What follows belongs to an exercise in optimizing a design on an open flow for small area, a short achievable clock period and few clock cycles per item; a production flow would make more cautious choices.
Power and IR drop assume default switching activity.

exp/harbor:
Design sobel_top, start of the top module:
module sobel_top #(
    parameter int IMG_WIDTH  = 160,
    parameter int IMG_HEIGHT = 120,
    parameter int ADDR_W     = 15
) (
    input  logic                 clk,
    input  logic                 rst_n,
    input  logic                 psel,
    input  logic                 penable,
    input  logic                 pwrite,
    input  sobel_pkg::apb_addr_t paddr,
    input  sobel_pkg::apb_data_t pwdata,
    output sobel_pkg::apb_data_t prdata,
    output logic                 pready,
    output logic                 pslverr,
    output logic                 src_rd_en,
    output logic [ADDR_W-1:0]    src_addr,
    input  sobel_pkg::rgb_t      src_data,
    output logic                 edge_we,
    output logic [ADDR_W-1:0]    edge_addr,
    output logic                 edge_bit
);
    localparam int L      = 12;
    localparam int K      = L - 2;
    localparam int NSTRIP = (IMG_HEIGHT - 2 + K - 1) / K;
    localparam int J_LAST = (IMG_HEIGHT - 1) - (NSTRIP - 1) * K;
    localparam int CH     = 2 * L + 3;
    localparam logic [ADDR_W-1:0] STEP_ROW   = ADDR_W'(IMG_WIDTH);
    localparam logic [ADDR_W-1:0] STEP_COL   = ADDR_W'(1 - (L - 1) * IMG_WIDTH);
    localparam logic [ADDR_W-1:0] STEP_STRIP = ADDR_W'(-IMG_WIDTH - (IMG_WIDTH - 1));
    localparam logic [ADDR_W-1:0] EDGE_INIT  = ADDR_W'(-3 * IMG_WIDTH + (IMG_WIDTH - 1) - IMG_WIDTH - 1);
    logic [12:0] thresh;
    logic [3:0]  margin;
    logic        busy;
    logic        done;
    logic [14:0] last_count;
    logic [14:0] cnt;
    logic [14:0] cnt_next;
  ...
For scale: about 270 flip-flops, about 120 I/O pins, ~13000 um2 of cells after synthesis.
export LEC_CHECK = 0
export CAP_MARGIN = 20
export CORE_MARGIN = 2
export CORE_UTILIZATION = 40
export CTS_CLUSTER_DIAMETER = 100
export CTS_CLUSTER_SIZE = 30
export SETUP_SLACK_MARGIN = 3.1
export SLEW_MARGIN = 20
create_clock -name core_clock -period 5.5 [get_ports {clk}]
standard.sh (not shown) runs the stock make flow with config.mk's settings and CLKGATE_MAP_FILE= SYNTH_SCRIPT=/design/flow/synth_recipe.tcl, a recipe that flattens the netlist after the stock synthesis.
==> flow/flow/run.sh <==
#!/bin/bash
# The standard flow, with three changes to how the layout is made:
#  - Yosys's adder-cell mapping is off (adders are left as plain gates for ABC),
#  - ABC uses its area script,
#  - the port buffers are buf_2 cells instead of the slow delay-buffer cell that
#    buffer_ports picks by default.
set -euo pipefail
bash standard.sh ADDER_MAP_FILE= ABC_AREA=1 "BUFFER_PORTS_ARGS=-buffer_cell sky130_fd_sc_hd__buf_2" finish > flow_standard.log 2>&1
[inputs] exp/zinc vs exp/harbor
# exp/harbor
export LEC_CHECK = 0
export CAP_MARGIN = 20
export CORE_MARGIN = 2
export CORE_UTILIZATION = 40
export CTS_CLUSTER_DIAMETER = 100
export CTS_CLUSTER_SIZE = 30
export SETUP_SLACK_MARGIN = 3.1
export SLEW_MARGIN = 20
create_clock -name core_clock -period 5.5 [get_ports {clk}]
# exp/zinc
export LEC_CHECK = 0
export CAP_MARGIN = 20
export CORE_MARGIN = 2
export CORE_UTILIZATION = 40
export SETUP_SLACK_MARGIN = 3.35
export SLEW_MARGIN = 20
create_clock -name core_clock -period 5.5 [get_ports {clk}]
==> comparison <==
- Going from exp/harbor to exp/zinc, the clock transition at the register clock pins on the worst setup and hold paths after CTS was found to have gone down by 0.06 ns.
- exp/harbor → exp/zinc: final instance count without filler cells grew by 3.9%; overall routed net length grew by about 8%.
- Against exp/harbor, total power consumption of the routed design in exp/zinc came out worse.
- exp/harbor → exp/zinc: setup slack lower, sequential-cell power consumption roughly the same, synthesized cell count roughly the same.
- For slew at the pin closest to its max-slew limit, exp/zinc and exp/harbor come out practically identical.
--- input diff exp/zinc..exp/xenon ---
# exp/zinc
export LEC_CHECK = 0
export CAP_MARGIN = 20
export CORE_MARGIN = 2
export CORE_UTILIZATION = 40
export SETUP_SLACK_MARGIN = 3.35
export SLEW_MARGIN = 20
create_clock -name core_clock -period 5.5 [get_ports {clk}]
# exp/xenon
export LEC_CHECK = 0
export CAP_MARGIN = 20
export CORE_MARGIN = 2
export CORE_UTILIZATION = 40
export SETUP_SLACK_MARGIN = 3.2
export SLEW_MARGIN = 20
create_clock -name core_clock -period 5.5 [get_ports {clk}]
Switching share of power delta (exp/zinc -> exp/xenon): insignificant. Changes observed in exp/xenon relative to exp/zinc: routed length on met3 went down, fraction of power consumed by the clock network shows a reduction of 0.7 points, register share of the cell area rose by 1.4 points.
The following lists how exp/indigo was set up differently from exp/xenon:
# exp/xenon
export LEC_CHECK = 0
export CAP_MARGIN = 20
export CORE_MARGIN = 2
export CORE_UTILIZATION = 40
export SETUP_SLACK_MARGIN = 3.2
export SLEW_MARGIN = 20
create_clock -name core_clock -period 5.5 [get_ports {clk}]
# exp/indigo
export LEC_CHECK = 0
export CAP_MARGIN = 20
export CORE_MARGIN = 2
export CORE_UTILIZATION = 40
export CTS_BUF_LIST = sky130_fd_sc_hd__clkbuf_4 sky130_fd_sc_hd__clkbuf_8
export CTS_CLUSTER_SIZE = 16
export SETUP_SLACK_MARGIN = 3.1
export SLEW_MARGIN = 20
create_clock -name core_clock -period 5.5 [get_ports {clk}]
## What came out
- Comparing exp/xenon and exp/indigo, the lower global-route usage over all layers is on exp/xenon.
- Taking exp/xenon as the reference point, the relative area change from synthesis to final layout of exp/indigo falls by 5.6 points.
- Comparing exp/xenon and exp/indigo, the lower clock distribution area overhead in the final layout was measured on exp/xenon.
- exp/indigo gives more fraction of power consumed by sequential logic than exp/xenon did.
- [compare] base=exp/xenon new=exp/indigo: cell area after synthesis flat; static leakage now smaller; wire length has decreased; H-tree level count up 1.
No functional check of the RTL was part of any run of this note.

==> separate check: timing with driven ports <==
No port has a modelled driver above. Below, the same layouts with a new extraction and two added sets of constraints. Step 1 sets driving cells, clkbuf_16 on the clock port and buf_2 on the other inputs (assumed; they add their load-dependent delay and slew). Step 2 times the ports against the registers' clock, not the clock port: input delays grow and output delays shrink by t, the midpoint of the rising clock arrivals with the driver on. Slacks: ideal ports / drivers / drivers and shift; pairs: ideal ports / drivers.
run | t (ns) | setup slack, ns | latest minus earliest clock arrival (ns) | pins driven straight from the clock port
exp/harbor | 0.544 | 3.205 / 3.152 / 2.845 | 0.036 / 0.036 | 1
exp/zinc | 0.599 | 3.170 / 3.118 / 2.946 | 0.010 / 0.010 | 1
exp/xenon | 0.593 | 3.175 / 3.123 / 2.850 | 0.015 / 0.015 | 1
exp/indigo | 0.615 | 3.240 / 3.193 / 2.765 | 0.035 / 0.035 | 1
After both steps setup and hold are still met in every run listed. The setup slack of exp/indigo, which loses most, moves by -0.047 ns with the drivers and by -0.475 ns with both steps.
